This is an optimization exercise on Yosys and OpenROAD, whose aim is small area, not a production implementation.
At most, simulation tests tie the RTL to the original design; equivalence was not proved.
Only the layout flow was run in runs 2 to 4; the RTL was not checked for function there.
No activity file was given, so power comes from the tool's default toggle rates. No driver is modelled on the clock port, so clocking that relies on it looks cheaper here than on a real chip.

==> flow/run.sh <==
#!/bin/bash
# synth_recipe.tcl (not shown) runs the flow's synth.tcl, then flattens the netlist and writes it again
# the make line also repeats each setting of config.mk as NAME=value (left out here)
make -C /OpenROAD-flow-scripts/flow DESIGN_CONFIG=/design/flow/config.mk WORK_HOME=/design/flow/orfs CLKGATE_MAP_FILE= SYNTH_SCRIPT=/design/flow/synth_recipe.tcl finish
==> flow/config.mk <==
export PLATFORM = sky130hd
export DESIGN_NAME = regfile_sb
export DESIGN_NICKNAME = regfile_sb
export VERILOG_FILES = /design/flow/design.v
export SDC_FILE = /design/flow/constraint.sdc
export NUM_CORES = 4
export LEC_CHECK = 0
export CAP_MARGIN = 20
export CORE_MARGIN = 2
export CORE_UTILIZATION = 40
export SLEW_MARGIN = 20
==> flow/constraint.sdc <==
create_clock -name core_clock -period 7.0 [get_ports {clk}]
set_input_delay 1.4000 -clock core_clock [delete_from_list [all_inputs] [get_ports {clk}]]
set_output_delay 1.4000 -clock core_clock [all_outputs]
set_load 0.01 [all_outputs]
==> flow/design.v <==
package regfile_pkg;
  localparam int unsigned DEF_DATA_W = 32;
  localparam int unsigned DEF_ADDR_W = 5;
  typedef logic [DEF_ADDR_W-1:0] reg_addr_t;
  typedef logic [DEF_DATA_W-1:0] reg_data_t;
  localparam reg_addr_t REG_ZERO = '0;
endpackage
module regfile_rdport
#(
  parameter int unsigned DATA_W = regfile_pkg::DEF_DATA_W,
  parameter int unsigned ADDR_W = regfile_pkg::DEF_ADDR_W
) (
  input  logic [(2**ADDR_W)-1:0][DATA_W-1:0] mem,
  input  logic [(2**ADDR_W)-1:0]             busy,
  input  logic [ADDR_W-1:0]                  raddr,
  output logic [DATA_W-1:0]                  rdata,
  output logic                               rbusy
);
  logic isZero;
  always_comb begin
    isZero = (raddr == ADDR_W'(regfile_pkg::REG_ZERO));
    rdata  = isZero ? '0 : mem[raddr];
    rbusy  = isZero ? 1'b0 : busy[raddr];
  end
endmodule
module regfile_sb
#(
  parameter int unsigned DATA_W = regfile_pkg::DEF_DATA_W,
  parameter int unsigned ADDR_W = regfile_pkg::DEF_ADDR_W,
  parameter int unsigned NUM_RD = 2,
  parameter int unsigned CNT_W  = ADDR_W + 1
) (
  input  logic                     clk,
  input  logic                     rst,
  input  logic                     we,
  input  logic [ADDR_W-1:0]        waddr,
  input  logic [DATA_W-1:0]        wdata,
  input  logic [NUM_RD*ADDR_W-1:0] raddr,
  output logic [NUM_RD*DATA_W-1:0] rdata,
  output logic [NUM_RD-1:0]        rbusy,
  input  logic                     issue_valid,
  input  logic [ADDR_W-1:0]        issue_dst,
  input  logic                     flush,
  output logic [CNT_W-1:0]         pend_cnt,
  output logic                     any_busy
);
  localparam int unsigned DEPTH = 2**ADDR_W;
  logic [DEPTH-1:0][DATA_W-1:0] memQ;
  logic [DEPTH-1:0]             busyQ, busyD;
  logic [CNT_W-1:0]             cntQ, cntD;
  logic                         wrHit, setHit;
  assign wrHit  = we && (waddr != ADDR_W'(regfile_pkg::REG_ZERO));
  assign setHit = issue_valid && (issue_dst != ADDR_W'(regfile_pkg::REG_ZERO));
  always_comb begin
    busyD = busyQ;
    if (flush) begin
      busyD = '0;
    end else begin
      if (wrHit)  busyD[waddr]     = 1'b0;
      if (setHit) busyD[issue_dst] = 1'b1;
    end
  end
  always_comb begin
    cntD = cntQ;
    if (flush) begin
      cntD = '0;
    end else begin
      if (setHit && !busyQ[issue_dst]) cntD = cntD + CNT_W'(1);
      if (wrHit && busyQ[waddr] && !(setHit && (issue_dst == waddr))) cntD = cntD - CNT_W'(1);
    end
  end
  always_ff @(posedge clk) begin
    if (rst) begin
      memQ  <= '0;
      busyQ <= '0;
      cntQ  <= '0;
    end else begin
      if (wrHit) memQ[waddr] <= wdata;
      busyQ <= busyD;
      cntQ  <= cntD;
    end
  end
  assign pend_cnt = cntQ;
  assign any_busy = (cntQ != '0);
  for (genvar i = 0; i < NUM_RD; i++) begin : g_rd
    regfile_rdport #(
      .DATA_W(DATA_W),
      .ADDR_W(ADDR_W)
    ) u_rdport (
      .mem    (memQ),
      .busy   (busyQ),
      .raddr  (raddr[i*ADDR_W +: ADDR_W]),
      .rdata  (rdata[i*DATA_W +: DATA_W]),
      .rbusy  (rbusy[i])
    );
  end
endmodule
==> impl_metrics.csv, run 1 <==
group,metric,value,unit
run_status,status,"complete, no violations",
timing,clock.fmax,163,MHz
hold_path,hold_depth,2,
yosys,syn_area,54400,sq um
pwr,p_sw_share,25.4,%
pwr,p_per_area,222,nW/um^2
detailed_routing,first_pass_iters,6,
timing,rsz0062_at_grt,"false",
critical_path,critPathMaxStageDelay,680,ps
critical_path,cpMaxStageDelayCell,"mux2i_1",
critical_path,path_depth,7,
detailed_routing,drc,0,
floorplanning,rows,135,
yosys,async_flop_share,0,%
detailed_routing,vias_per_cell,6.26,
placed_design,post-dp-hpwl,124,mm
yosys,ys.flop_type,"dfxtp_1",
yosys,synth_area_per_cell,9.53,sq um
cts,cts_resized,0,
timing,final-hold-violation-count,0,
cts,cts_sinks,1062,
critical_path,critPathBufInv,3,
floorplanning,die_w,373,um
floorplanning,initial_core_util,40.2,%
pwr,p_int,10200,uW
critical_path,crit_family,"multiplexers",
critical_path,crit_type,"primary input to output port",
timing,finalMaxSlewViolations,0,
detailed_routing,wl_per_cell,28.2,um
cts,cts_setup_buffers,0,
pwr,p_seq_share,44.9,%
floorplanning,io_pins,130,
finish,drive_above_1_share,20.1,%
timing,slew_headroom,20.9,%
finish,finalNetCount,5614,
critical_path,crit_chain,"buf_8 > buf_12 > mux4_2 > mux4_2 > mux2i_1 > nor2_1 > clkdlybuf4s50_1",
critical_path,arrival,4720,ps
yosys,ys_ff_latch,1062,
finish,fin_area,61600,sq um
pwr,leakagePower,0.0201,uW
timing,worst_pin_slew,1180,ps
placed_design,dp.cells,7213,
grt,grt_pass1_vias,44300,
hold_path,hold_path_class,"register to register",
timing,whs,464,ps
critical_path,r2r_slack,4350,ps
floorplanning,design.core.area,135000,sq um
critical_path,start_kind,"primary input",
placed_design,detailedPlace.worstSlack,911,ps
timing,finClkSkew,10.7,ps
detailed_routing,vias,46500,
critical_path,reg2reg_depth,9,
detailed_routing,wl,210,mm
grt,overflow,0,
yosys,synth_seq_area_share,39.0,%
pwr,power_switching,3470,uW
critical_path,cp-end-kind,"output port",
cts,htreeDepth,3,
grt,grt_max_degree,210,
floorplanning,dieArea,139000,sq um
yosys,synth_cells,5711,
finish,area_growth,13.1,%
placed_design,dpl_cell_area,57600,sq um
placed_design,portBuffers,129,
timing,setup_viol,0,
cts,cts_tree,"done",
cts,cts.clk_slew.worst_paths,60,ps
timing,fin_ws,884,ps
timing,period_minus_slack,6120,ps
finish,instances_no_fill,7425,
yosys,synth_edf_count,0,
grt,antenna_found_initial,9,
cts,max-clock-path-buffers,3,
yosys,ys.warnings.count,2,
placed_design,gp_congestion,0.892,
cts,cts-hold-fix-buffers,0,
floorplanning,die_h,373,um
timing,tns,0,ps
critical_path,critPathMostFrequentCell,"mux4_2",
pwr,pwr-share-comb,8.3,%
detailed_routing,drt_iter0_markers,6762,
grt,grt.total_usage,29.5,%
detailed_routing,ant_nets,0,
yosys,ys_types,52,
timing,finalCritPeriodShare,87.4,%
flow_run,cap_violations,0,
cts,clk-insertion-delay-late,740,ps
pwr,vdd_drop_max,0.222,mV
critical_path,worstPathRequired,5600,ps
grt,grt_pass1_wl,306,mm
cts,cts_buffers,113,
cts,clockRootBuffer,"clkbuf_16",
critical_path,crit_fanout,55,
pwr,clockPowerShare,46.9,%
[metrics by stage]
stage	power (uW)	util [%]
after global routing	14000	45.5
after detailed placement	7370	42.6
after global placement	7360	42.6
after floorplan	6970	-
after CTS	13700	45.5
final	13700	45.5
[cell usage after synthesis (2+ instances only)]
| cell | number | area share, % |
|---|---|---|
| nor3_2 | 4 | 0.074 |
| ha_1 | 9 | 0.21 |
| a22oi_1 | 21 | 0.29 |
| or2_2 | 3 | 0.034 |
| nand4_1 | 2 | 0.023 |
| buf_2 | 74 | 0.68 |
| clkbuf_1 | 424 | 2.9 |
| nand2b_1 | 4 | 0.046 |
| a211oi_1 | 4 | 0.055 |
| mux2i_1 | 167 | 3.1 |
| or4_1 | 2 | 0.028 |
| o21ai_1 | 10 | 0.092 |
| and3_1 | 8 | 0.092 |
| buf_1 | 77 | 0.53 |
| nor4_1 | 3 | 0.034 |
| xor2_1 | 12 | 0.19 |
| nand2_1 | 1820 | 13 |
| mux2_1 | 3 | 0.062 |
| and2_1 | 8 | 0.092 |
| nand3_1 | 14 | 0.13 |
| nor3_1 | 21 | 0.19 |
| o21ai_0 | 14 | 0.13 |
| inv_1 | 9 | 0.062 |
| dfxtp_1 | 1062 | 39 |
| a21o_1 | 2 | 0.028 |
| nor3b_1 | 5 | 0.069 |
| mux4_2 | 676 | 28 |
| xnor2_1 | 7 | 0.11 |
| a21oi_1 | 913 | 8.4 |
| nor2_1 | 264 | 1.8 |
| buf_4 | 10 | 0.14 |
| nor2b_1 | 39 | 0.45 |
[placed cells by master, fill, tap and decap left out, drive strengths merged, types with 14 or more instances in the layout]
master         instances
clkinv                23
mux2i                167
a22oi                 21
dfxtp               1062
nor2                 264
nor2b                 39
clkbuf               166
buf                  197
o21ai                 24
clkdlybuf4s50        111
nand2               1821
a21oi                914
nand3                 14
mux4                 676
nor3                  25
[final cells by class]
type                       count  area, sq um
clock inverter                40          524
inverter                      10         37.5
fill                       12600        73700
sequential                  1062        21300
multi-input combinational   4053        31100
tap                         1781         2230
antenna                        5         12.5
clock buffer                 166         3410
timing repair buffer         308         3030
[per-layer routing]
metal	up-vias	routed length (um)	global-route usage, %
met4	10	9540	12.0
met1	23100	81100	40.9
met3	583	28100	7.82
met5	-	70	0
li1	19800	-	-
met2	3031	90800	43.7
[state kept, by name (all words and copies together) (netlist names)]
name,cells
memQ,1024
cntQ,6
busyQ,32
[final timing paths]
kind | startpoint | end
setup / recovery | raddr[5] | rdata[32]
hold / removal | memQ[892]$_SDFFE_PP0P_ | memQ[892]$_SDFFE_PP0P_
setup reg to reg | busyQ[16]$_SDFF_PP0_ | cntQ[4]$_SDFF_PP0_
hold reg to reg | memQ[892]$_SDFFE_PP0P_ | memQ[892]$_SDFFE_PP0P_
[logic make-up after synthesis]
group,share of synthesized area [%]
multiplexers,31.1
AO/OA/AOI/OAI,9.21
buffers and inverters,4.36
adder cells (fa/ha/maj),0.207
flip-flops,39.0
AND/OR/NAND/NOR,15.7
XOR/XNOR,0.347
[tightest hold or removal path: stages (launching register included)]
cell and delay [ps]:
dfxtp_1 320, nand2_1 50, a21oi_1 50
[power by group through the flow]
stage          Clock, uW  Sequential [uW]  Combinational [uW]
2_1_floorplan          0             6250                 712
3_3_place_gp           0             6260                1100
3_5_place_dp           0             6270                1110
4_1_cts             6440             6130                1110
5_1_grt             6670             6140                1170
6_report            6410             6130                1130
==> run 2: changes to the inputs <==
--- a/flow/design.v
+++ b/flow/design.v
@@ -10,17 +10,19 @@
   parameter int unsigned DATA_W = regfile_pkg::DEF_DATA_W,
   parameter int unsigned ADDR_W = regfile_pkg::DEF_ADDR_W
 ) (
-  input  logic [(2**ADDR_W)-1:0][DATA_W-1:0] mem,
-  input  logic [(2**ADDR_W)-1:0]             busy,
+  input  logic [(2**ADDR_W)-1:1][DATA_W-1:0] mem,
+  input  logic [(2**ADDR_W)-1:1]             busy,
   input  logic [ADDR_W-1:0]                  raddr,
   output logic [DATA_W-1:0]                  rdata,
   output logic                               rbusy
 );
-  logic isZero;
   always_comb begin
-    isZero = (raddr == ADDR_W'(regfile_pkg::REG_ZERO));
-    rdata  = isZero ? '0 : mem[raddr];
-    rbusy  = isZero ? 1'b0 : busy[raddr];
+    rdata = '0;
+    rbusy = 1'b0;
+    for (int r = 1; r < 2**ADDR_W; r++) begin
+      rdata = rdata | ({DATA_W{raddr == ADDR_W'(r)}} & mem[r]);
+      rbusy = rbusy | ((raddr == ADDR_W'(r)) & busy[r]);
+    end
   end
 endmodule
 module regfile_sb
@@ -45,19 +47,30 @@
   output logic                     any_busy
 );
   localparam int unsigned DEPTH = 2**ADDR_W;
-  logic [DEPTH-1:0][DATA_W-1:0] memQ;
-  logic [DEPTH-1:0]             busyQ, busyD;
+  logic [DEPTH-1:1][DATA_W-1:0] memQ;
+  logic [DEPTH-1:1]             busyQ, busyD;
+  logic [DEPTH-1:1]             rowEn;
+  logic [DATA_W-1:0]            rowData;
   logic [CNT_W-1:0]             cntQ, cntD;
   logic                         wrHit, setHit;
   assign wrHit  = we && (waddr != ADDR_W'(regfile_pkg::REG_ZERO));
   assign setHit = issue_valid && (issue_dst != ADDR_W'(regfile_pkg::REG_ZERO));
+  assign rowData = rst ? '0 : wdata;
+  for (genvar r = 1; r < DEPTH; r++) begin : g_row
+    assign rowEn[r] = rst || (we && (waddr == ADDR_W'(r)));
+    always_ff @(posedge clk) begin
+      if (rowEn[r]) memQ[r] <= rowData;
+    end
+  end
   always_comb begin
     busyD = busyQ;
     if (flush) begin
       busyD = '0;
     end else begin
-      if (wrHit)  busyD[waddr]     = 1'b0;
-      if (setHit) busyD[issue_dst] = 1'b1;
+      for (int r = 1; r < DEPTH; r++) begin
+        if (we && (waddr == ADDR_W'(r)))              busyD[r] = 1'b0;
+        if (issue_valid && (issue_dst == ADDR_W'(r))) busyD[r] = 1'b1;
+      end
     end
   end
   always_comb begin
@@ -71,11 +84,9 @@
   end
   always_ff @(posedge clk) begin
     if (rst) begin
-      memQ  <= '0;
       busyQ <= '0;
       cntQ  <= '0;
     end else begin
-      if (wrHit) memQ[waddr] <= wdata;
       busyQ <= busyD;
       cntQ  <= cntD;
     end
==> run 2 against run 1 <==
  * Power up 8.8%
  * Synthesized area fell by 19%
  * Hold slack gained 100 ps
  * Critical path type unchanged
  * Critical endpoint is now rdata[55]
  * Largest power group is now registers
==> impl_metrics.csv, run 2 <==
group,metric,value,unit
floorplanning,rows,121,
cts,cts.clk_slew.worst_paths,60,ps
critical_path,worstPathRequired,5600,ps
timing,tns,0,ps
yosys,ys.flop_type,"edfxtp_1",
hold_path,hold_depth,2,
critical_path,crit_type,"primary input to output port",
pwr,pwr-share-comb,9.2,%
critical_path,start_kind,"primary input",
pwr,vdd_drop_max,0.194,mV
floorplanning,io_pins,130,
yosys,synth_seq_area_share,69.4,%
cts,cts_buffers,106,
placed_design,post-dp-hpwl,125,mm
flow_run,cap_violations,0,
pwr,p_int,11100,uW
grt,grt_max_degree,48,
cts,max-clock-path-buffers,3,
pwr,p_sw_share,25.5,%
finish,top_register,"memQ",
yosys,post-synth-top-count-cell,"edfxtp_1",
finish,reg_top3,"memQ: 992 flops, busyQ: 31 flops, cntQ: 6 flops",
detailed_routing,wl_per_cell,47.0,um
critical_path,rr_startpoint,"busyQ[15]$_SDFFE_PP0P_",
floorplanning,design.core.area,109000,sq um
placed_design,dpl_cell_area,49200,sq um
grt,grt_pass1_wl,295,mm
run_status,status,"complete, no violations",
finish,fillers,9224,
critical_path,critPathCapture,"rdata[55]",
timing,clock.fmax,152,MHz
detailed_routing,drc,0,
yosys,yosysTopAreaCell,"edfxtp_1",
yosys,synth_cells,2971,
timing,finClkSkew,8.06,ps
yosys,ys_types,67,
detailed_routing,ant_nets,0,
hold_path,hold_path_class,"register to register",
pwr,power.total,14900,uW
critical_path,critPathLaunch,"raddr[5]",
timing,final-hold-violation-count,0,
grt,overflow,0,
yosys,netlist.area_leader.share,67.7,%
placed_design,gp_congestion,0.990,
critical_path,arrival,5170,ps
cts,clk-insertion-delay-late,720,ps
floorplanning,die_w,336,um
cts,clockRootBuffer,"clkbuf_16",
detailed_routing,vias,37600,
timing,finalMaxSlewViolations,0,
yosys,async_flop_share,0,%
yosys,ys_ff_latch,1029,
timing,finalCritPeriodShare,93.9,%
pwr,p_per_area,282,nW/um^2
yosys,synth_area_leaders,"edfxtp_1 (68%), a22oi_1 (10%), a221oi_1 (3.2%)",
yosys,synth.top_cells.by_count,"edfxtp_1 (992), a22oi_1 (602), clkbuf_1 (208), a221oi_1 (162), a22o_1 (161)",
finish,drive_above_1_share,15.8,%
pwr,clockPowerShare,39.2,%
cts,cts_tree,"done",
critical_path,crit_fanout,27,
pwr,power_switching,3790,uW
pwr,leakagePower,0.0173,uW
cts,cts-hold-fix-buffers,0,
critical_path,cp-end-kind,"output port",
finish,mostFrequentLayoutCell,"edfxtp_1",
detailed_routing,drt_iter0_markers,8880,
cts,cts_setup_buffers,0,
critical_path,reg2reg_depth,10,
timing,setup_viol,0,
yosys,synth_area_per_cell,14.8,sq um
yosys,syn_area,44000,sq um
floorplanning,die_h,336,um
finish,finalNetCount,3279,
yosys,synth_edf_count,992,
pwr,p_seq_share,51.6,%
detailed_routing,wl,222,mm
critical_path,r2r_end,"cntQ[4]$_SDFF_PP0_",
critical_path,r2r_slack,4070,ps
finish,fin_area,52800,sq um
timing,rsz0062_at_grt,"false",
timing,worst_pin_slew,1320,ps
grt,grt_pass1_vias,35200,
grt,antenna_found_initial,5,
floorplanning,dieArea,113000,sq um
timing,period_minus_slack,6570,ps
floorplanning,initial_core_util,40.4,%
grt,grt.total_usage,38.4,%
cts,htreeDepth,3,
detailed_routing,vias_per_cell,7.97,
finish,area_growth,20.0,%
placed_design,portBuffers,129,
detailed_routing,first_pass_iters,12,
finish,mostFrequentLayoutCells,"edfxtp_1 (992), a22oi_1 (602), buf_4 (180)",
cts,cts_resized,0,
cts,cts_sinks,1029,
timing,slew_headroom,11.5,%
finish,largest_reg_flops,992,
yosys,ys.warnings.count,2,
## run 2: changes by cell type after synthesis, moves of 98 or more
cell,previous run,this run
edfxtp_1,0,992
a21oi_1,913,35
clkbuf_1,424,208
a22o_1,0,161
a221oi_1,0,162
nand2_1,1820,46
nor2_1,264,76
dfxtp_1,1062,37
nand4_1,2,100
mux4_2,676,10
nand3_1,14,157
mux2i_1,167,10
a22oi_1,21,602
## run 2: area by class of cell
cell class / count / area [sq um] / area share, %
antenna: 5 / 12.5 / 0.0237
clock buffer: 126 / 2770 / 5.25
clock inverter: 71 / 736 / 1.39
inverter: 10 / 37.5 / 0.0711
multi-input combinational: 1707 / 13400 / 25.3
sequential: 1029 / 30500 / 57.8
tap: 1414 / 1770 / 3.35
timing repair buffer: 355 / 3590 / 6.79
## run 2: worst max-delay path, stage by stage
cell	delay, ps
clkdlybuf4s50_1	510
nand2b_1	680
nor2_4	310
buf_12	320
a22o_1	210
a221oi_1	560
nand4_1	230
or3_1	410
clkdlybuf4s50_1	520
## run 2: logic make-up (layout without fill, tap and decap cells)
family	after synthesis	after routing	share of synthesized area, %
adders and majority gates	13	13	0.370
xor gates and xnor gates	16	16	0.438
buffers and inverters	235	562	2.09
DFF	1029	1029	69.4
muxes	28	28	1.03
and+or+nand+nor	542	542	6.79
other	0	5	0
AOI/OAI and AO/OA	1108	1108	19.9
## run 2: worst min-delay path by stage
| stage | startpoint | to | slack [ps] |
|---|---|---|---|
| detailed placement | busyQ[2]$_SDFFE_PP0P_ | busyQ[2]$_SDFFE_PP0P_ | 540 |
| finish | busyQ[23]$_SDFFE_PP0P_ | busyQ[23]$_SDFFE_PP0P_ | 560 |
| floorplan | busyQ[29]$_SDFFE_PP0P_ | busyQ[29]$_SDFFE_PP0P_ | 480 |
| global placement | busyQ[6]$_SDFFE_PP0P_ | busyQ[6]$_SDFFE_PP0P_ | 540 |
| global route | busyQ[6]$_SDFFE_PP0P_ | busyQ[6]$_SDFFE_PP0P_ | 580 |
| CTS | busyQ[2]$_SDFFE_PP0P_ | busyQ[2]$_SDFFE_PP0P_ | 550 |
## run 2: per-stage QoR
| step | cells | hold WS, ps | setup slack, ps | utilization, % |
|---|---|---|---|---|
| after floorplan | 2971 | 484 | 2520 | - |
| after global placement | 4507 | 541 | 595 | 45.1 |
| after detailed placement | 4512 | 543 | 605 | 45.2 |
| after CTS | 4709 | 554 | 595 | 48.4 |
| after global routing | 4712 | 578 | 439 | 48.4 |
| final | 4717 | 564 | 427 | 48.5 |
## run 2: metal layers
metal | part of all wire [%] | vias up | wire length (um) | track usage, %
li1 | - | 13300 | - | -
met1 | 34 | 18300 | 74500 | 49.6
met2 | 40 | 4668 | 88500 | 53.7
met3 | 18 | 1319 | 40800 | 16.3
met4 | 8.1 | 4 | 18000 | 22.2
met5 | 0.012 | - | 27 | 0
## run 2: power groups by stage
stage / clock [uW] / combinational, uW / sequential [uW]
global route: 6030 / 1370 / 7700
CTS: 5790 / 1300 / 7650
detailed placement: 0 / 1300 / 7760
floorplan: 0 / 532 / 7640
global placement: 0 / 1290 / 7770
finish: 5830 / 1370 / 7670
==> run 3: changes to the inputs <==
--- a/flow/design.v
+++ b/flow/design.v
@@ -5,6 +5,13 @@
   typedef logic [DEF_DATA_W-1:0] reg_data_t;
   localparam reg_addr_t REG_ZERO = '0;
 endpackage
+module regfile_aoi3 (
+  input  logic [2:0] s,
+  input  logic [2:0] d,
+  output logic       y_n
+);
+  assign y_n = !(|(s & d));
+endmodule
 module regfile_rdport
 #(
   parameter int unsigned DATA_W = regfile_pkg::DEF_DATA_W,
@@ -12,17 +19,50 @@
 ) (
   input  logic [(2**ADDR_W)-1:1][DATA_W-1:0] mem,
   input  logic [(2**ADDR_W)-1:1]             busy,
-  input  logic [ADDR_W-1:0]                  raddr,
+  input  logic [(2**ADDR_W)-1:1]             sel,
   output logic [DATA_W-1:0]                  rdata,
   output logic                               rbusy
 );
+  localparam int unsigned NREG = 2**ADDR_W - 1;
+  localparam int unsigned NGRP = (NREG + 2) / 3;
+  logic [DATA_W:0][NGRP*3-1:0] col;
+  logic [NGRP*3-1:0]           selX;
+  logic [DATA_W:0]             out;
   always_comb begin
-    rdata = '0;
-    rbusy = 1'b0;
-    for (int r = 1; r < 2**ADDR_W; r++) begin
-      rdata = rdata | ({DATA_W{raddr == ADDR_W'(r)}} & mem[r]);
-      rbusy = rbusy | ((raddr == ADDR_W'(r)) & busy[r]);
+    col  = '0;
+    selX = '0;
+    for (int r = 1; r <= NREG; r++) begin
+      selX[r-1] = sel[r];
+      for (int b = 0; b < DATA_W; b++) col[b][r-1] = mem[r][b];
+      col[DATA_W][r-1] = busy[r];
     end
+  end
+  for (genvar b = 0; b <= DATA_W; b++) begin : g_bit
+    logic [NGRP-1:0] grp_n;
+    for (genvar g = 0; g < NGRP; g++) begin : g_grp
+      regfile_aoi3 u_aoi (
+        .s   (selX[3*g +: 3]),
+        .d   (col[b][3*g +: 3]),
+        .y_n (grp_n[g])
+      );
+    end
+    assign out[b] = !(&grp_n);
+  end
+  assign rdata = out[DATA_W-1:0];
+  assign rbusy = out[DATA_W];
+endmodule
+module regfile_row
+#(
+  parameter int unsigned DATA_W = regfile_pkg::DEF_DATA_W
+) (
+  input  logic              clk,
+  input  logic              load,
+  input  logic              hold,
+  input  logic [DATA_W-1:0] d,
+  output logic [DATA_W-1:0] q
+);
+  always_ff @(posedge clk) begin
+    q <= ({DATA_W{load}} & d) | ({DATA_W{hold}} & q);
   end
 endmodule
 module regfile_sb
@@ -49,7 +89,7 @@
   localparam int unsigned DEPTH = 2**ADDR_W;
   logic [DEPTH-1:1][DATA_W-1:0] memQ;
   logic [DEPTH-1:1]             busyQ, busyD;
-  logic [DEPTH-1:1]             rowEn;
+  logic [DEPTH-1:1]             rowEn, rowHold;
   logic [DATA_W-1:0]            rowData;
   logic [CNT_W-1:0]             cntQ, cntD;
   logic                         wrHit, setHit;
@@ -57,10 +97,15 @@
   assign setHit = issue_valid && (issue_dst != ADDR_W'(regfile_pkg::REG_ZERO));
   assign rowData = rst ? '0 : wdata;
   for (genvar r = 1; r < DEPTH; r++) begin : g_row
-    assign rowEn[r] = rst || (we && (waddr == ADDR_W'(r)));
-    always_ff @(posedge clk) begin
-      if (rowEn[r]) memQ[r] <= rowData;
-    end
+    assign rowEn[r]   = rst || (we && (waddr == ADDR_W'(r)));
+    assign rowHold[r] = !rowEn[r];
+    regfile_row #(.DATA_W(DATA_W)) u_row (
+      .clk  (clk),
+      .load (rowEn[r]),
+      .hold (rowHold[r]),
+      .d    (rowData),
+      .q    (memQ[r])
+    );
   end
   always_comb begin
     busyD = busyQ;
@@ -94,13 +139,17 @@
   assign pend_cnt = cntQ;
   assign any_busy = (cntQ != '0);
   for (genvar i = 0; i < NUM_RD; i++) begin : g_rd
+    logic [DEPTH-1:1] sel;
+    for (genvar r = 1; r < DEPTH; r++) begin : g_sel
+      assign sel[r] = (raddr[i*ADDR_W +: ADDR_W] == ADDR_W'(r));
+    end
     regfile_rdport #(
       .DATA_W(DATA_W),
       .ADDR_W(ADDR_W)
     ) u_rdport (
       .mem    (memQ),
       .busy   (busyQ),
-      .raddr  (raddr[i*ADDR_W +: ADDR_W]),
+      .sel    (sel),
       .rdata  (rdata[i*DATA_W +: DATA_W]),
       .rbusy  (rbusy[i])
     );
--- a/flow/config.mk
+++ b/flow/config.mk
@@ -9,3 +9,4 @@
 export CORE_MARGIN = 2
 export CORE_UTILIZATION = 40
 export SLEW_MARGIN = 20
+export SYNTH_HIERARCHICAL = 1
==> run 3 against run 2 <==
  * Still clean on timing, DRC and antenna
  * Core utilization fell by 1.5 points
  * Clock power up 3%
  * Synthesized area shrank 1.1%
  * Flip-flop and latch count unchanged
  * First-iteration DRC count rose by 15%
  * Power decreased by 2.5%
  * Combinational power increased by 28%
  * Via count rose by 12%
  * Wire length decreased by 12%
  * Design area is 3.7% lower
  * Largest power group unchanged
==> impl_metrics.csv, run 3 <==
group,metric,value,unit
run_status,status,"complete, no violations",
timing,period_minus_slack,6420,ps
yosys,async_flop_share,0,%
yosys,synth_compound_area_share,38.3,%
yosys,ys_ff_latch,1029,
yosys,synth_edf_count,0,
yosys,syn_area,43500,sq um
cts,cts_setup_buffers,0,
yosys,synth_area_leaders,"dfxtp_1 (47%), a22o_1 (19%), a222oi_1 (17%)",
critical_path,r2r_slack,3780,ps
pwr,leakagePower,0.0195,uW
finish,finalNetCount,4254,
detailed_routing,vias_per_cell,7.43,
yosys,netlist.area_leader.share,47.3,%
cts,cts-hold-fix-buffers,0,
finish,drive_above_1_share,13.0,%
critical_path,cp-end-kind,"output port",
finish,mostFrequentLayoutCell,"dfxtp_1",
detailed_routing,first_pass_iters,15,
grt,grt_pass1_wl,282,mm
yosys,synth_fa_ha_area_share,0.374,%
floorplanning,rows,121,
yosys,synth_cells,3740,
detailed_routing,drc,0,
cts,cts_sinks,1029,
flow_run,cap_violations,0,
finish,fin_area,50900,sq um
yosys,ys.flop_type,"dfxtp_1",
pwr,p_sw_share,27.3,%
pwr,pwr-share-comb,12.0,%
yosys,post-synth-top-count-cell,"dfxtp_1",
critical_path,r2r_end,"cntQ[4]$_SDFF_PP0_",
critical_path,arrival,5020,ps
critical_path,rr_startpoint,"busyQ[8]$_SDFFE_PP0P_",
floorplanning,design.core.area,108000,sq um
pwr,p_seq_share,46.5,%
yosys,ys.warnings.count,9,
detailed_routing,wl,196,mm
finish,area_growth,16.9,%
pwr,clockPowerShare,41.4,%
finish,reg_top3,"g_row.u_row.q: 992 flops, busyQ: 31 flops, cntQ: 6 flops",
timing,whs,494,ps
critical_path,start_kind,"primary input",
yosys,synth.top_cells.by_count,"dfxtp_1 (1029), a22o_1 (930), a222oi_1 (726), buf_6 (189), nand4_1 (132)",
yosys,synth_area_per_cell,11.6,sq um
hold_path,hold_depth,1,
pwr,vdd_drop_max,0.236,mV
floorplanning,die_h,334,um
cts,cts.clk_slew.worst_paths,60,ps
floorplanning,dieArea,111000,sq um
pwr,power_switching,3960,uW
finish,fin_util,46.9,%
cts,cts_resized,0,
timing,rsz0062_at_grt,"false",
grt,grt_max_degree,41,
yosys,ys_types,62,
placed_design,portBuffers,129,
grt,antenna_found_initial,5,
detailed_routing,ant_nets,0,
floorplanning,die_w,334,um
critical_path,worstPathRequired,5600,ps
pwr,p_per_area,285,nW/um^2
critical_path,crit_fanout,20,
detailed_routing,vias,42200,
pwr,p_int,10500,uW
cts,cts_tree,"done",
placed_design,post-dp-hpwl,113,mm
cts,clk-insertion-delay-late,690,ps
critical_path,crit_type,"primary input to output port",
detailed_routing,wl_per_cell,34.5,um
timing,final-hold-violation-count,0,
yosys,synth_top_family_by_area,"compound AO/OA/AOI/OAI gates",
cts,htreeDepth,3,
floorplanning,initial_core_util,40.1,%
cts,clockRootBuffer,"clkbuf_16",
timing,slew_headroom,21.4,%
grt,grt.total_usage,33.6,%
grt,grt_pass1_vias,40300,
finish,largest_reg_flops,992,
cts,max-clock-path-buffers,3,
yosys,synth-xor-area-share,0.316,%
hold_path,min_from,"g_row[14].u_row.q[9]$_DFF_P_",
hold_path,min_to,"g_row[14].u_row.q[9]$_DFF_P_",
timing,setup_viol,0,
detailed_routing,drt_iter0_markers,10200,
timing,clock.fmax,156,MHz
finish,mostFrequentLayoutCells,"dfxtp_1 (1029), a22o_1 (930), a222oi_1 (726)",
placed_design,dpl_cell_area,47200,sq um
timing,tns,0,ps
timing,finalCritPeriodShare,91.8,%
yosys,synth.area.mux_share,0.868,%
yosys,synthSimpleGateAreaFrac,7.16,%
critical_path,reg2reg_depth,12,
grt,overflow,0,
cts,cts_buffers,106,
finish,top_register,"g_row.u_row.q",
timing,worst_pin_slew,1180,ps
floorplanning,io_pins,130,
timing,finClkSkew,10.4,ps
hold_path,hold_path_class,"register to register",
placed_design,gp_congestion,0.964,
yosys,synth_seq_area_share,47.3,%
yosys,yosysTopAreaCell,"dfxtp_1",
timing,finalMaxSlewViolations,0,
-- run 3: per-stage QoR --
stage / instances / total power (uW) / worst slack, ps
after global routing: 5684 / 14900 / 564
after global placement: 5489 / 8490 / 762
after floorplan: 4002 / 7800 / 1490
final: 5685 / 14500 / 576
after CTS: 5683 / 14400 / 736
after detailed placement: 5489 / 8510 / 749
-- run 3: cells by family (layout without fill, tap and decap cells) --
| kind of cell | count (synthesis) | count (layout) |
|---|---|---|
| muxes | 28 | 28 |
| buffers and inverters | 268 | 536 |
| adders and majority gates | 13 | 13 |
| xor gates and xnor gates | 14 | 14 |
| other | 2 | 265 |
| AOI/OAI and AO/OA | 1820 | 1820 |
| DFF | 1029 | 1029 |
| and+or+nand+nor | 566 | 566 |
-- run 3: critical path, stage by stage --
cell and delay [ps]:
clkdlybuf4s50_1 610, or3_1 590, nor2_4 760, buf_4 300
a222oi_1 120, nand4_1 240, or3_1 380, clkdlybuf4s50_1 610
-- run 3: area by class of cell --
type	instances	area, sq um
fillers	9891	57500
multi-input cells	2705	21900
flip-flops and latches	1029	20600
clock buffers	157	3150
repair buffers	303	2750
well taps	1414	1770
clock inverters	37	520
inverters	39	146
diodes	1	2.50
-- run 3: per-module statistics from Yosys, one instance, submodules excluded, a selection --
module / cells inside / copies in the design / flip-flops and latches
regfile_aoi3: 1 / 726 / 0
regfile_sb: 578 / 1 / 37
-- run 3: layer usage --
metal  track usage [%]  vias to the layer above  routed length [um]
met5            0.0434                        -                   0
met2              46.5                     3768               77700
met1              45.1                    20400               74900
li1                  -                    17300                   -
met3              10.8                      716               29900
met4              20.6                        0               13600
-- run 3: worst max path at each step --
stage,from,endpoint
global route,raddr[8],rdata[62]
floorplan,raddr[4],rbusy[0]
detailed placement,raddr[8],rdata[41]
finish,raddr[0],rdata[7]
CTS,raddr[8],rdata[41]
global placement,raddr[8],rdata[57]
-- run 3: power by group through the flow --
stage	clock network, uW	registers, uW	logic (uW)
floorplan	0	6730	1070
global placement	0	6840	1650
detailed placement	0	6840	1670
CTS	6030	6720	1680
global route	6270	6800	1810
finish	6010	6750	1750
==> run 4: changes to the inputs <==
--- a/flow/design.v
+++ b/flow/design.v
@@ -89,43 +89,33 @@
   localparam int unsigned DEPTH = 2**ADDR_W;
   logic [DEPTH-1:1][DATA_W-1:0] memQ;
   logic [DEPTH-1:1]             busyQ, busyD;
-  logic [DEPTH-1:1]             rowEn, rowHold;
-  logic [DATA_W-1:0]            rowData;
+  logic [DEPTH-1:1]             wrSel, isSel;
   logic [CNT_W-1:0]             cntQ, cntD;
-  logic                         wrHit, setHit;
-  assign wrHit  = we && (waddr != ADDR_W'(regfile_pkg::REG_ZERO));
-  assign setHit = issue_valid && (issue_dst != ADDR_W'(regfile_pkg::REG_ZERO));
-  assign rowData = rst ? '0 : wdata;
+  logic                         inc, dec;
   for (genvar r = 1; r < DEPTH; r++) begin : g_row
-    assign rowEn[r]   = rst || (we && (waddr == ADDR_W'(r)));
-    assign rowHold[r] = !rowEn[r];
+    assign wrSel[r] = we && (waddr == ADDR_W'(r));
+    assign isSel[r] = issue_valid && (issue_dst == ADDR_W'(r));
     regfile_row #(.DATA_W(DATA_W)) u_row (
       .clk  (clk),
-      .load (rowEn[r]),
-      .hold (rowHold[r]),
-      .d    (rowData),
+      .load (!rst && wrSel[r]),
+      .hold (!rst && !wrSel[r]),
+      .d    (wdata),
       .q    (memQ[r])
     );
   end
   always_comb begin
-    busyD = busyQ;
-    if (flush) begin
-      busyD = '0;
-    end else begin
-      for (int r = 1; r < DEPTH; r++) begin
-        if (we && (waddr == ADDR_W'(r)))              busyD[r] = 1'b0;
-        if (issue_valid && (issue_dst == ADDR_W'(r))) busyD[r] = 1'b1;
-      end
+    busyD = '0;
+    inc   = 1'b0;
+    dec   = 1'b0;
+    for (int r = 1; r < DEPTH; r++) begin
+      busyD[r] = !flush && (isSel[r] || (busyQ[r] && !wrSel[r]));
+      inc = inc || (isSel[r] && !busyQ[r]);
+      dec = dec || (wrSel[r] && busyQ[r] && !isSel[r]);
     end
-  end
-  always_comb begin
-    cntD = cntQ;
-    if (flush) begin
-      cntD = '0;
-    end else begin
-      if (setHit && !busyQ[issue_dst]) cntD = cntD + CNT_W'(1);
-      if (wrHit && busyQ[waddr] && !(setHit && (issue_dst == waddr))) cntD = cntD - CNT_W'(1);
-    end
+    if (flush)    cntD = '0;
+    else if (inc && !dec) cntD = cntQ + CNT_W'(1);
+    else if (dec && !inc) cntD = cntQ - CNT_W'(1);
+    else          cntD = cntQ;
   end
   always_ff @(posedge clk) begin
     if (rst) begin
--- a/flow/config.mk
+++ b/flow/config.mk
@@ -7,6 +7,8 @@
 export LEC_CHECK = 0
 export CAP_MARGIN = 20
 export CORE_MARGIN = 2
-export CORE_UTILIZATION = 40
+export CORE_UTILIZATION = 60
+export CTS_BUF_LIST = sky130_fd_sc_hd__clkbuf_4 sky130_fd_sc_hd__clkbuf_8
+export PLACE_DENSITY = 0.7
 export SLEW_MARGIN = 20
 export SYNTH_HIERARCHICAL = 1
==> run 4 against run 3 <==
  * Still clean
  * Final cell count decreased by 6.7%
  * Combinational power shrank 43%
  * Sequential share of layout area up 0.19 points
  * Setup slack got worse by 320 ps
  * Flip-flop and latch count is the same
  * Count of clock-buffer cells in the layout is 93 higher
  * Clock power is 5.3% lower
==> impl_metrics.csv, run 4 <==
group,metric,value,unit
critical_path,crit_fanout,25,
pwr,power_switching,3370,uW
timing,finalMaxSlewViolations,0,
detailed_routing,vias,45900,
yosys,ys.warnings.count,9,
pwr,p_int,9260,uW
finish,fin_area,50600,sq um
grt,grt.total_usage,53.5,%
detailed_routing,drt_iter0_markers,12100,
grt,antenna_found_initial,10,
yosys,ys_ff_latch,1029,
detailed_routing,first_pass_iters,17,
pwr,pwr-share-comb,7.9,%
detailed_routing,wl_per_cell,39.0,um
timing,finalCritPeriodShare,96.4,%
placed_design,dp.cells,4971,
critical_path,cpMaxStageDelayCell,"nor2_4",
critical_path,critPathMaxStageDelay,870,ps
cts,max-clock-path-buffers,3,
finish,area_growth,17.7,%
yosys,synth_area_leaders,"dfxtp_1 (48%), a22o_1 (19%), a222oi_1 (17%)",
finish,fillers,5198,
critical_path,cp-end-kind,"output port",
cts,cts_setup_buffers,0,
detailed_routing,vias_per_cell,8.65,
pwr,p_per_area,250,nW/um^2
cts,clk-insertion-delay-late,860,ps
cts,clockRootBuffer,"clkbuf_8",
timing,tns,0,ps
timing,finClkSkew,31.9,ps
detailed_routing,wl,207,mm
placed_design,dpl_cell_area,46600,sq um
grt,grt_pass1_wl,295,mm
floorplanning,io_pins,130,
yosys,synth_area_per_cell,11.6,sq um
cts,cts.clk_slew.worst_paths,60,ps
floorplanning,initial_core_util,60.4,%
timing,slew_headroom,10.4,%
floorplanning,dieArea,73900,sq um
pwr,vdd_drop_max,0.219,mV
yosys,synth_seq_area_share,47.9,%
critical_path,start_kind,"primary input",
yosys,post-synth-top-count-cell,"dfxtp_1",
yosys,netlist.area_leader.share,47.9,%
floorplanning,design.core.area,71200,sq um
yosys,synth.top_cells.by_count,"dfxtp_1 (1029), a22o_1 (931), a222oi_1 (726), buf_6 (190), nand4_1 (143)",
floorplanning,die_h,272,um
pwr,p_seq_share,47.1,%
detailed_routing,drc,0,
cts,cts_tree,"done",
yosys,synth_edf_count,0,
finish,mostFrequentLayoutCell,"dfxtp_1",
timing,period_minus_slack,6750,ps
critical_path,r2r_slack,3550,ps
finish,largest_reg_flops,992,
placed_design,gp_congestion,0.994,
cts,htreeDepth,4,
yosys,ys_types,66,
detailed_routing,ant_nets,0,
timing,setup_viol,0,
pwr,leakagePower,0.0185,uW
finish,reg_top3,"g_row.u_row.q: 992 flops, busyQ: 31 flops, cntQ: 6 flops",
grt,grt_pass1_vias,44000,
finish,drive_above_1_share,15.8,%
grt,grt_max_degree,42,
yosys,ys.flop_type,"dfxtp_1",
run_status,status,"complete, no violations",
flow_run,cap_violations,0,
yosys,async_flop_share,0,%
critical_path,worstPathRequired,5600,ps
cts,cts_buffers,164,
critical_path,crit_chain,"clkdlybuf4s50_1 > or3_1 > nor2_4 > buf_4 > a222oi_1 > nand4_1 > or3_1 > clkdlybuf4s50_1",
finish,mostFrequentLayoutCells,"dfxtp_1 (1029), a22o_1 (931), a222oi_1 (726)",
timing,final-hold-violation-count,0,
timing,worst_pin_slew,1340,ps
grt,overflow,0,
critical_path,arrival,5350,ps
placed_design,portBuffers,129,
floorplanning,rows,98,
placed_design,post-dp-hpwl,120,mm
cts,cts_sinks,1029,
cts,cts_resized,0,
finish,finalNetCount,4263,
timing,rsz0062_at_grt,"false",
yosys,synth_cells,3701,
finish,top_register,"g_row.u_row.q",
cts,cts-hold-fix-buffers,0,
yosys,yosysTopAreaCell,"dfxtp_1",
finish,instances_no_fill,5303,
pwr,p_sw_share,26.7,%
hold_path,hold_path_class,"register to register",
yosys,syn_area,43000,sq um
timing,clock.fmax,148,MHz
pwr,clockPowerShare,45.0,%
critical_path,crit_type,"primary input to output port",
floorplanning,die_w,272,um
[run 4: area by class of cell]
| class | instances | area (sq um) | share of cell area (%) |
|---|---|---|---|
| tap | 950 | 1190 | 2.35 |
| sequential | 1029 | 20600 | 40.7 |
| inverter | 7 | 26.3 | 0.0519 |
| multi-input combinational | 2690 | 22000 | 43.5 |
| timing repair buffer | 308 | 3110 | 6.13 |
| antenna | 16 | 40.0 | 0.0791 |
| clock buffer | 250 | 3180 | 6.28 |
| clock inverter | 53 | 473 | 0.934 |
[run 4: per-layer routing]
layer / global-route usage [%] / part of all wire [%]
met1: 63.6 / 32
met4: 41.8 / 10
met5: 0 / 0.044
met2: 75.3 / 39
met3: 23.7 / 18
[run 4: per-module statistics from Yosys, one instance, submodules excluded, excerpt]
| module | copies in the design | area [sq um] | flip-flops and latches | cells inside |
|---|---|---|---|---|
| regfile_aoi3 | 726 | 10.0 | 0 | 1 |
| regfile_sb | 1 | 3470 | 37 | 539 |
[run 4: final timing paths]
| kind | depth (start not counted) | from | to |
|---|---|---|---|
| setup / recovery | 8 | raddr[5] | rdata[57] |
| hold / removal | 1 | g_row[7].u_row.q[18]$_DFF_P_ | g_row[7].u_row.q[18]$_DFF_P_ |
| setup reg to reg | 13 | busyQ[11]$_SDFF_PP0_ | cntQ[5]$_SDFFE_PP0P_ |
| hold reg to reg | 1 | g_row[7].u_row.q[18]$_DFF_P_ | g_row[7].u_row.q[18]$_DFF_P_ |
[run 4: per-stage QoR]
| stage | utilization [%] | power (uW) | hold WS, ps | worst slack, ps |
|---|---|---|---|---|
| after CTS | 70.6 | 12500 | 497 | 681 |
| after global routing | 71.0 | 12900 | 509 | 359 |
| after detailed placement | 65.5 | 6970 | 478 | 692 |
| final | 71.1 | 12600 | 501 | 255 |
| after global placement | 65.1 | 6950 | 473 | 696 |
| after floorplan | - | 6480 | 460 | 1490 |
[run 4: kinds of logic after synthesis]
logic type	share of synthesized area [%]
AND/OR/NAND/NOR	7.32
XOR/XNOR	0.0814
buffers and inverters	5.50
other	0.0175
multiplexers	0.119
flip-flops	47.9
AO/OA/AOI/OAI	38.9
adder cells (fa/ha/maj)	0.192
[run 4: power groups by stage]
| stage | registers (uW) | logic (uW) | clock network [uW] |
|---|---|---|---|
| 6_report | 5950 | 999 | 5690 |
| 5_1_grt | 5950 | 990 | 5920 |
| 4_1_cts | 5940 | 907 | 5650 |
| 3_5_place_dp | 6070 | 904 | 0 |
| 3_3_place_gp | 6070 | 882 | 0 |
| 2_1_floorplan | 6060 | 418 | 0 |
[run 4: worst max-delay path, delay by kind of cell]
kind / cells / cell delay (ps)
simple gates: 4 / 2250
buf+inv: 3 / 1540
compound gates: 1 / 120
==> run 5: changes to the inputs <==
--- a/flow/design.v
+++ b/flow/design.v
@@ -24,13 +24,11 @@
   output logic                               rbusy
 );
   localparam int unsigned NREG = 2**ADDR_W - 1;
-  localparam int unsigned NGRP = (NREG + 2) / 3;
-  logic [DATA_W:0][NGRP*3-1:0] col;
-  logic [NGRP*3-1:0]           selX;
-  logic [DATA_W:0]             out;
+  localparam int unsigned NGRP = NREG / 3;
+  logic [DATA_W:0][NREG-1:0] col;
+  logic [NREG-1:0]           selX;
+  logic [DATA_W:0]           out;
   always_comb begin
-    col  = '0;
-    selX = '0;
     for (int r = 1; r <= NREG; r++) begin
       selX[r-1] = sel[r];
       for (int b = 0; b < DATA_W; b++) col[b][r-1] = mem[r][b];
@@ -39,6 +37,7 @@
   end
   for (genvar b = 0; b <= DATA_W; b++) begin : g_bit
     logic [NGRP-1:0] grp_n;
+    logic            rest;
     for (genvar g = 0; g < NGRP; g++) begin : g_grp
       regfile_aoi3 u_aoi (
         .s   (selX[3*g +: 3]),
@@ -46,7 +45,11 @@
         .y_n (grp_n[g])
       );
     end
-    assign out[b] = !(&grp_n);
+    always_comb begin
+      rest = 1'b0;
+      for (int r = 3*NGRP; r < NREG; r++) rest = rest | (selX[r] & col[b][r]);
+    end
+    assign out[b] = !(&grp_n) || rest;
   end
   assign rdata = out[DATA_W-1:0];
   assign rbusy = out[DATA_W];
==> flow/flow/run.sh (new file) <==
#!/bin/bash
# The standard layout, with two changes passed to ORFS through its own
# variables: the port buffers are the smallest buffer cell, and clock tree
# synthesis uses larger sink clusters and inserts no dummy loads.
set -euo pipefail
export BUFFER_PORTS_ARGS="-buffer_cell sky130_fd_sc_hd__buf_1"
export CTS_ARGS="-sink_clustering_enable -repair_clock_nets -dont_use_dummy_load -sink_clustering_size 30 -sink_clustering_max_diameter 100"
bash standard.sh > standard.log 2>&1
==> flow/standard.sh (new file) <==
#!/bin/bash
# synth_recipe.tcl (not shown) runs the flow's synth.tcl, then flattens the netlist and writes it again
# the make line also repeats each setting of config.mk as NAME=value (left out here)
make -C /OpenROAD-flow-scripts/flow DESIGN_CONFIG=/design/flow/config.mk WORK_HOME=/design/flow/orfs CLKGATE_MAP_FILE= SYNTH_SCRIPT=/design/flow/synth_recipe.tcl "${@:-finish}"
--- a/flow/config.mk
+++ b/flow/config.mk
@@ -8,7 +8,6 @@
 export CAP_MARGIN = 20
 export CORE_MARGIN = 2
 export CORE_UTILIZATION = 60
-export CTS_BUF_LIST = sky130_fd_sc_hd__clkbuf_4 sky130_fd_sc_hd__clkbuf_8
 export PLACE_DENSITY = 0.7
 export SLEW_MARGIN = 20
 export SYNTH_HIERARCHICAL = 1
removed: flow/run.sh
==> run 5 against run 4 <==
  * Still clean
  * Clock power decreased by 48%
  * Non-clock buffer count increased by 5
  * Hold slack improved by 9.0 ps
  * Sequential share of layout area increased by 4.4 points
  * Clock skew increased by 19 ps
  * Fmax increased by 9.6%
  * Global-route usage decreased by 0.81 points
  * Sequential power about the same
  * Critical endpoint is now rdata[47]
  * Largest cell class unchanged
==> impl_metrics.csv, run 5 <==
group,metric,value,unit
pwr,p_seq_share,61.6,%
floorplanning,io_pins,130,
pwr,leakagePower,0.0163,uW
yosys,ys.flop_type,"dfxtp_1",
grt,met1_usage,65.2,%
detailed_routing,ant_nets,0,
cts,htreeDepth,2,
critical_path,arrival,4750,ps
grt,overflow,0,
run_status,status,"complete, no violations",
grt,grt_busiest_layer,"met2",
pwr,p_per_area,211,nW/um^2
yosys,post-synth-top-count-cell,"dfxtp_1",
yosys,ys_ff_latch,1029,
detailed_routing,vias_per_cell,9.28,
critical_path,crit_chain,"buf_1 > nand2b_1 > nor2_4 > buf_4 > a222oi_1 > nand4_1 > a2111o_1 > buf_1",
detailed_routing,wl_per_cell,43.4,um
critical_path,crit_type,"primary input to output port",
critical_path,crit_family,"simple AND/OR/NAND/NOR gates",
yosys,synth.top_cells.by_count,"dfxtp_1 (1029), a22o_1 (931), a222oi_1 (660), buf_6 (198), nand4_1 (143)",
finish,mostFrequentLayoutCells,"dfxtp_1 (1029), a22o_1 (931), a222oi_1 (660)",
grt,grt_pass1_wl,288,mm
grt,antenna_found_initial,5,
critical_path,critPathMostFrequentCell,"buf_1",
timing,finalMaxSlewViolations,0,
finish,mostFrequentLayoutCell,"dfxtp_1",
cts,cts.clk_slew.worst_paths,120,ps
yosys,netlist.area_leader.share,48.2,%
detailed_routing,first_pass_iters,17,
pwr,vdd_drop_max,0.256,mV
finish,area_growth,6.93,%
critical_path,cpMaxStageDelayCell,"a222oi_1",
placed_design,post-dp-hpwl,119,mm
flow_run,cap_violations,0,
yosys,syn_area,42700,sq um
timing,period_minus_slack,6150,ps
cts,cts_sinks,1029,
cts,cts_setup_buffers,0,
pwr,p_int,7110,uW
grt,grt_max_degree,38,
grt,grt.total_usage,52.7,%
finish,reg_top3,"g_row.u_row.q: 992 flops, busyQ: 31 flops, cntQ: 6 flops",
detailed_routing,drc,0,
timing,setup_viol,0,
yosys,yosysTopAreaCell,"dfxtp_1",
timing,clock.fmax,163,MHz
yosys,synth_seq_area_share,48.2,%
grt,use_met2,73.4,%
timing,rsz0062_at_grt,"false",
floorplanning,dieArea,73300,sq um
cts,cts-hold-fix-buffers,0,
yosys,ys_types,66,
critical_path,worstPathRequired,5600,ps
floorplanning,design.core.area,70300,sq um
cts,cts_resized,0,
grt,grt_use_met3,22.8,%
detailed_routing,wl,204,mm
floorplanning,initial_core_util,60.8,%
yosys,synth_cells,3641,
finish,fin_util,65.0,%
timing,tns,0,ps
timing,final-hold-violation-count,0,
critical_path,r2r_slack,3450,ps
cts,max-clock-path-buffers,3,
critical_path,crit_fanout,21,
cts,cts_tree,"done",
finish,finalNetCount,3815,
floorplanning,die_h,271,um
pwr,clockPowerShare,30.5,%
critical_path,critPathBufInv,3,
floorplanning,die_w,271,um
timing,worst_pin_slew,1250,ps
yosys,ys.warnings.count,9,
pwr,p_sw_share,26.3,%
yosys,async_flop_share,0,%
timing,finalCritPeriodShare,87.9,%
finish,instances_no_fill,4693,
timing,finClkSkew,51.0,ps
placed_design,gp_congestion,1.01,
cts,clk-insertion-delay-late,660,ps
cts,clockRootBuffer,"clkbuf_16",
finish,drive_above_1_share,11.4,%
yosys,synth_area_per_cell,11.7,sq um
critical_path,critPathMaxStageDelay,760,ps
critical_path,start_kind,"primary input",
yosys,synth_area_leaders,"dfxtp_1 (48%), a22o_1 (19%), a222oi_1 (15%)",
detailed_routing,drt_iter0_markers,12100,
finish,largest_reg_flops,992,
timing,slew_headroom,16.2,%
cts,cts_buffers,41,
grt,grt_pass1_vias,41000,
yosys,synth_edf_count,0,
pwr,pwr-share-comb,7.9,%
placed_design,dp.cells,4643,
floorplanning,rows,97,
pwr,power_switching,2540,uW
finish,top_register,"g_row.u_row.q",
detailed_routing,vias,43500,
hold_path,hold_path_class,"register to register",
placed_design,portBuffers,129,
critical_path,cp-end-kind,"output port",
## run 5: cells by family (layout without fill, tap and decap cells)
kind of cell / after synthesis / in the layout / share of synthesized area, %
other: 0 / 3 / 0
multiplexers: 5 / 5 / 0.120
AO/OA/AOI/OAI: 1823 / 1823 / 39.4
AND/OR/NAND/NOR: 522 / 522 / 6.22
XOR/XNOR: 4 / 4 / 0.0821
adder cells (fa/ha/maj): 6 / 6 / 0.193
flip-flops: 1029 / 1029 / 48.2
buffers and inverters: 252 / 361 / 5.75
## run 5: Yosys stat by module, one instance, submodules excluded, excerpt
module        flip-flops and latches  area [sq um]  copies in the design  cells inside
regfile_aoi3                       0          10.0                   660             1
regfile_sb                        37          3470                     1           539
## run 5: final timing paths
path,from,cells after the start,endpoint
setup reg to reg,busyQ[11]$_SDFF_PP0_,13,cntQ[5]$_SDFFE_PP0P_
hold reg to reg,g_row[26].u_row.q[13]$_DFF_P_,1,g_row[26].u_row.q[13]$_DFF_P_
hold / removal,g_row[26].u_row.q[13]$_DFF_P_,1,g_row[26].u_row.q[13]$_DFF_P_
setup / recovery,raddr[8],8,rdata[47]
## run 5: metrics by stage
step	worst slack (ps)	total power [uW]	hold slack (ps)	cell area, sq um
2_1_floorplan	1490	6400	460	42700
3_3_place_gp	1300	6740	472	44300
3_5_place_dp	1220	6770	476	44500
4_1_cts	1210	9540	508	45500
5_1_grt	1010	9800	523	45700
6_report	847	9650	510	45700
## run 5: routing by layer
layer  vias up  part of all wire, %
met3      1281                   19
met4        14                  9.4
met5         -                 0.11
li1      16400                    -
met2      5098                   39
met1     20700                   33
## run 5: power groups by stage
stage               clock (uW)  sequential, uW  combinational [uW]
floorplan                    0            6060                 335
global placement             0            6070                 677
detailed placement           0            6070                 699
CTS                       2900            5940                 701
global route              3100            5950                 751
finish                    2950            5940                 765
## run 5: layout make-up
type / instances / area [sq um]
Sequential cell: 1029 / 20600
Antenna cell: 3 / 7.51
Inverter: 7 / 26.3
Fill cell: 5514 / 24600
Tap cell: 940 / 1180
Timing Repair Buffer: 313 / 2200
Multi-Input combinational cell: 2360 / 20600
Clock buffer: 41 / 1030
==> run 6: changes to the inputs <==
==> flow/flow/run.sh (replaced) <==
#!/bin/bash
# The standard layout, with two changes passed to ORFS through its own
# variables: the port buffers are the smallest buffer cell, and clock tree
# synthesis uses larger sink clusters and inserts no dummy loads.
set -euo pipefail
export BUFFER_PORTS_ARGS="-buffer_cell sky130_fd_sc_hd__buf_1"
export CTS_ARGS="-sink_clustering_enable -repair_clock_nets -dont_use_dummy_load -sink_clustering_size 24 -sink_clustering_max_diameter 80"
bash standard.sh > standard.log 2>&1
==> run 6 against run 5 <==
  * Wire length rose by 0.11%
  * Final cell count up 0.34%
  * Largest cell class unchanged
  * Hold slack lost 5.8 ps
  * Non-clock buffer count increased by 2
==> impl_metrics.csv, run 6 <==
group,metric,value,unit
timing,setup_viol,0,
finish,finalNetCount,3826,
hold_path,hold_path_class,"register to register",
timing,worst_pin_slew,1310,ps
finish,area_growth,7.62,%
detailed_routing,drt_iter0_markers,12000,
detailed_routing,wl_per_cell,43.3,um
yosys,ys.flop_type,"dfxtp_1",
yosys,synth_edf_count,0,
finish,drive_above_1_share,11.6,%
timing,rsz0062_at_grt,"false",
cts,cts_sinks,1029,
run_status,status,"complete, no violations",
detailed_routing,met1_length,66.6,mm
finish,reg_top3,"g_row.u_row.q: 992 flops, busyQ: 31 flops, cntQ: 6 flops",
yosys,synth_area_leaders,"dfxtp_1 (48%), a22o_1 (19%), a222oi_1 (15%)",
cts,htreeDepth,2,
grt,antenna_found_initial,7,
detailed_routing,wl_met3,38.1,mm
cts,cts_buffers,50,
placed_design,dp.cells,4643,
grt,grt.total_usage,52.7,%
placed_design,portBuffers,129,
floorplanning,dieArea,73300,sq um
cts,cts_tree,"done",
finish,fillers,5480,
floorplanning,io_pins,130,
yosys,netlist.area_leader.share,48.2,%
yosys,post-synth-top-count-cell,"dfxtp_1",
yosys,yosysTopAreaCell,"dfxtp_1",
grt,grt_pass1_wl,288,mm
critical_path,arrival,4670,ps
grt,grt_pass1_vias,41300,
critical_path,start_kind,"primary input",
placed_design,detailedPlace.worstSlack,1220,ps
detailed_routing,drc,0,
finish,mostFrequentLayoutCell,"dfxtp_1",
detailed_routing,vias,43700,
timing,final-hold-violation-count,0,
timing,fin_ws,932,ps
yosys,synthSimpleGateAreaFrac,6.22,%
yosys,syn_area,42700,sq um
detailed_routing,vias_per_cell,9.27,
finish,top_register,"g_row.u_row.q",
timing,period_minus_slack,6070,ps
cts,clockRootBuffer,"clkbuf_16",
yosys,synth_top_family_by_area,"compound AO/OA/AOI/OAI gates",
placed_design,post-dp-hpwl,119,mm
floorplanning,die_h,271,um
finish,mostFrequentLayoutCells,"dfxtp_1 (1029), a22o_1 (931), a222oi_1 (660)",
yosys,synth-xor-area-share,0.0820,%
critical_path,crit_type,"primary input to output port",
detailed_routing,wl_met2,79.8,mm
pwr,p_per_area,215,nW/um^2
cts,cts-hold-fix-buffers,0,
timing,finalCritPeriodShare,86.7,%
finish,multi_input_area,20600,sq um
yosys,ys.warnings.count,9,
critical_path,crit_fanout,20,
yosys,synth_cells,3641,
pwr,leakagePower,0.0164,uW
cts,max-clock-path-buffers,3,
yosys,ys_types,66,
finish,largest_reg_flops,992,
cts,cts_resized,0,
cts,clk-insertion-delay-late,670,ps
grt,grt_max_degree,38,
timing,clock.fmax,165,MHz
detailed_routing,first_pass_iters,17,
flow_run,cap_violations,0,
timing,whs,504,ps
cts,cts_setup_buffers,0,
yosys,synth.area.mux_share,0.120,%
yosys,synth_compound_area_share,39.4,%
detailed_routing,dr.max_layer_used,"met5",
finish,ff_latch_area,20600,sq um
finish,instances_no_fill,4709,
floorplanning,rows,97,
critical_path,worstPathRequired,5600,ps
yosys,synth_seq_area_share,48.2,%
yosys,async_flop_share,0,%
floorplanning,design.core.area,70300,sq um
timing,finalMaxSlewViolations,0,
grt,overflow,0,
detailed_routing,wl,204,mm
yosys,synth_area_per_cell,11.7,sq um
detailed_routing,ant_nets,0,
timing,finClkSkew,65.3,ps
timing,tns,0,ps
yosys,synth.top_cells.by_count,"dfxtp_1 (1029), a22o_1 (931), a222oi_1 (660), buf_6 (198), nand4_1 (143)",
yosys,synth_fa_ha_area_share,0.193,%
cts,cts.clk_slew.worst_paths,80,ps
placed_design,gp_congestion,1.01,
floorplanning,die_w,271,um
critical_path,cp-end-kind,"output port",
pwr,vdd_drop_max,0.230,mV
floorplanning,initial_core_util,60.8,%
yosys,ys_ff_latch,1029,
timing,slew_headroom,12.6,%
pwr,power.total,9900,uW
run 6: cell counts after synthesis:
Identical to the previous run, type by type.
run 6: layer usage:
layer	global-route usage, %	vias up
li1	-	16500
met1	64.4	20900
met2	73.4	5039
met3	23.9	1300
met4	36.9	12
met5	0.789	-
run 6: critical path, stage by stage:
cell and delay (ps):
buf_1 660, nand3b_1 450, nor2_4 820, buf_4 420, a222oi_1 140, nand4_1 240
a2111o_1 320, buf_1 190
run 6: Yosys stat by module, one instance, submodules excluded, excerpt:
module	cell area (sq um)	copies in the design	cells inside	flip-flops and latches
regfile_sb	3470	1	539	37
regfile_aoi3	10.0	660	1	0
run 6: power by group:
part / switching [uW] / internal, uW
logic: 617 / 148
registers: 42.5 / 5900
clock network: 1920 / 1280
total: 2570 / 7320
run 6: final timing paths:
kind / start / end / slack (ps) / cells past startpoint
worst min register to register: g_row[23].u_row.q[15]$_DFF_P_ / g_row[23].u_row.q[15]$_DFF_P_ / 500 / 1
worst max register to register: busyQ[11]$_SDFF_PP0_ / cntQ[5]$_SDFFE_PP0P_ / 3450 / 13
worst max-delay path: raddr[5] / rdata[38] / 930 / 8
worst min-delay path: g_row[23].u_row.q[15]$_DFF_P_ / g_row[23].u_row.q[15]$_DFF_P_ / 500 / 1
run 6: cells by family (layout without fill, tap and decap cells):
family | Yosys count | count (layout)
compound gates | 1823 | 1823
xor+xnor | 4 | 4
fa+ha+maj | 6 | 6
buf+inv | 252 | 372
flops | 1029 | 1029
mux | 5 | 5
other cells | 0 | 8
simple gates | 522 | 522
run 6: cell type report:
type,instances,area share (%)
multi-input cells,2360,44.9
inverters,7,0.0572
clock buffers,50,2.72
flip-flops and latches,1029,44.8
diodes,8,0.0436
well taps,940,2.56
repair buffers,315,4.91
run 6: per-stage QoR:
| stage | instance area (sq um) | util, % |
|---|---|---|
| CTS | 45700 | 65.1 |
| global route | 45900 | 65.4 |
| finish | 46000 | 65.4 |
| floorplan | 42700 | - |
| global placement | 44300 | 63.0 |
| detailed placement | 44500 | 63.3 |
==> run 7: changes to the inputs <==
==> flow/config.mk (replaced) <==
export PLATFORM = sky130hd
export DESIGN_NAME = regfile_sb
export DESIGN_NICKNAME = regfile_sb
export VERILOG_FILES = /design/flow/design.v
export SDC_FILE = /design/flow/constraint.sdc
export NUM_CORES = 4
export LEC_CHECK = 0
export CAP_MARGIN = 0
export CORE_MARGIN = 2
export CORE_UTILIZATION = 40
export SLEW_MARGIN = 0
export SYNTH_HIERARCHICAL = 1
==> run 7 against run 6 <==
  * Still clean
  * Synthesized cell count is the same
  * Combinational power shrank 6.0%
  * Clock power grew 2%
==> impl_metrics.csv, run 7 <==
group,metric,value,unit
yosys,synth_area_per_cell,11.7,sq um
finish,fin_area,45900,sq um
grt,grt_max_degree,38,
detailed_routing,drt_iter0_markers,10400,
floorplanning,die_h,331,um
yosys,synth_cells,3641,
cts,max-clock-path-buffers,3,
detailed_routing,vias,41000,
pwr,p_int,7330,uW
critical_path,start_kind,"primary input",
yosys,synth.top_cells.by_count,"dfxtp_1 (1029), a22o_1 (931), a222oi_1 (660), buf_6 (198), nand4_1 (143)",
timing,rsz0062_at_grt,"false",
placed_design,dp.cells,5072,
finish,fin_util,43.5,%
timing,worst_pin_slew,1380,ps
pwr,p_sw_share,26.1,%
cts,clockRootBuffer,"clkbuf_16",
floorplanning,rows,119,
flow_run,cap_violations,0,
finish,largest_reg_flops,992,
floorplanning,die_w,331,um
cts,cts_resized,0,
critical_path,reg2reg_depth,13,
pwr,clockPowerShare,32.9,%
timing,setup_viol,0,
floorplanning,io_pins,130,
timing,finClkSkew,34.1,ps
grt,antenna_found_initial,7,
finish,mostFrequentLayoutCells,"dfxtp_1 (1029), a22o_1 (931), a222oi_1 (660)",
cts,clk-insertion-delay-late,650,ps
detailed_routing,drc,0,
hold_path,hold_path_class,"register to register",
timing,slew_headroom,7.92,%
timing,period_minus_slack,6190,ps
finish,antennaDiodeCount,0,
grt,grt_pass1_wl,278,mm
grt,grt_pass1_vias,38200,
pwr,pwr-share-comb,7.2,%
detailed_routing,vias_per_cell,8.00,
cts,htreeDepth,2,
timing,tns,0,ps
finish,reg_top3,"g_row.u_row.q: 992 flops, busyQ: 31 flops, cntQ: 6 flops",
yosys,syn_area,42700,sq um
detailed_routing,first_pass_iters,15,
pwr,leakagePower,0.0162,uW
grt,overflow,0,
pwr,vdd_drop_max,0.237,mV
timing,finalMaxSlewViolations,0,
placed_design,post-dp-hpwl,113,mm
cts,cts_setup_buffers,0,
run_status,status,"complete, no violations",
finish,mostFrequentLayoutCell,"dfxtp_1",
yosys,ys.warnings.count,9,
pwr,power_switching,2590,uW
cts,cts_buffers,51,
detailed_routing,ant_nets,0,
yosys,netlist.area_leader.share,48.2,%
finish,drive_above_1_share,11.2,%
timing,clock.fmax,161,MHz
cts,cts_sinks,1029,
critical_path,crit_type,"primary input to output port",
detailed_routing,wl,196,mm
pwr,p_seq_share,59.9,%
finish,fillers,9889,
critical_path,arrival,4790,ps
pwr,p_per_area,216,nW/um^2
yosys,ys_types,66,
yosys,synth_area_leaders,"dfxtp_1 (48%), a22o_1 (19%), a222oi_1 (15%)",
yosys,yosysTopAreaCell,"dfxtp_1",
timing,finalCritPeriodShare,88.5,%
==> run 7: area by class of cell <==
| type | instances | area (sq um) | area share (%) |
|---|---|---|---|
| flip-flops and latches | 1029 | 20600 | 44.8 |
| well taps | 1391 | 1740 | 3.79 |
| clock buffers | 51 | 1280 | 2.78 |
| repair buffers | 285 | 1670 | 3.64 |
| multi-input cells | 2360 | 20600 | 44.9 |
| inverters | 7 | 26.3 | 0.0572 |
==> run 7: routing by layer <==
metal	wire length, um	part of all wire (%)	global-route usage, %	vias up
met5	46	0.023	0	-
met4	12200	6.2	17.9	8
met3	32400	17	11.3	720
met2	77500	39	47.3	3934
met1	74100	38	46.8	20000
li1	-	-	-	16400
==> run 7: path summary, 6_finish.rpt <==
| check | startpoint | to | slack, ps |
|---|---|---|---|
| hold reg to reg | g_row[20].u_row.q[4]$_DFF_P_ | g_row[20].u_row.q[4]$_DFF_P_ | 500 |
| hold / removal | g_row[20].u_row.q[4]$_DFF_P_ | g_row[20].u_row.q[4]$_DFF_P_ | 500 |
| setup / recovery | raddr[5] | rdata[41] | 810 |
| setup reg to reg | busyQ[11]$_SDFF_PP0_ | cntQ[5]$_SDFFE_PP0P_ | 3520 |
==> run 7: metrics by stage <==
stage	total power, uW	setup WS [ps]	hold WS, ps
after floorplan	6400	1490	460
after global placement	6750	1080	473
after detailed placement	6750	1060	477
after CTS	9880	1050	502
after global routing	10100	899	516
final	9920	807	502
==> run 7: logic make-up (layout without fill, tap and decap cells) <==
group	Yosys count	after routing	synth area share (%)
AO/OA/AOI/OAI	1823	1823	39.4
XOR/XNOR	4	4	0.0821
adder cells (fa/ha/maj)	6	6	0.193
buffers and inverters	252	343	5.75
flip-flops	1029	1029	48.2
multiplexers	5	5	0.120
AND/OR/NAND/NOR	522	522	6.22
==> run 7: Yosys stat by module, one instance, submodules excluded, a selection <==
module	times used	cell area [sq um]	cells
regfile_aoi3	660	10.0	1
regfile_sb	1	3470	539
==> run 7: critical path, cell delays in order <==
cell and delay [ps]:
buf_1 760, nand3b_1 460, nor2_4 890, buf_4 410, a222oi_1 130, nand4_1 250, a2111o_1 260, buf_1 200
==> run 7: power by group through the flow <==
stage / Clock [uW] / Combinational, uW / Sequential, uW
after floorplan: 0 / 335 / 6060
after global placement: 0 / 678 / 6070
after detailed placement: 0 / 680 / 6070
after CTS: 3260 / 681 / 5930
after global routing: 3450 / 724 / 5940
final: 3260 / 719 / 5940

==> port drivers added, routing unchanged <==
Ports are ideal in the flow. The routed layouts listed here were re-timed in OpenROAD.
Step 1: set_driving_cell puts a clkbuf_16 on clk and a buf_2 on each other input, an assumption about the parent block.
Step 2 also shifts input and output timing later by t, the mid clock arrival at the registers, as if the neighbouring blocks saw the same clock.
Three values: no drivers, after step 1, after step 2; two values: the first two.
| run | shift t [ns] | setup slack, ns |
|---|---|---|
| run 1 | 0.819 | 0.884 / 0.816 / 0.738 |
| run 2 | 0.767 | 0.427 / 0.381 / 0.381 |
| run 3 | 0.765 | 0.576 / 0.542 / 0.542 |
| run 4 | 0.909 | 0.255 / 0.216 / 0.216 |
| run 5 | 0.697 | 0.847 / 0.804 / 0.804 |
| run 6 | 0.706 | 0.932 / 0.858 / 0.858 |
| run 7 | 0.724 | 0.807 / 0.764 / 0.764 |
After both steps setup and hold are still met in every run listed.
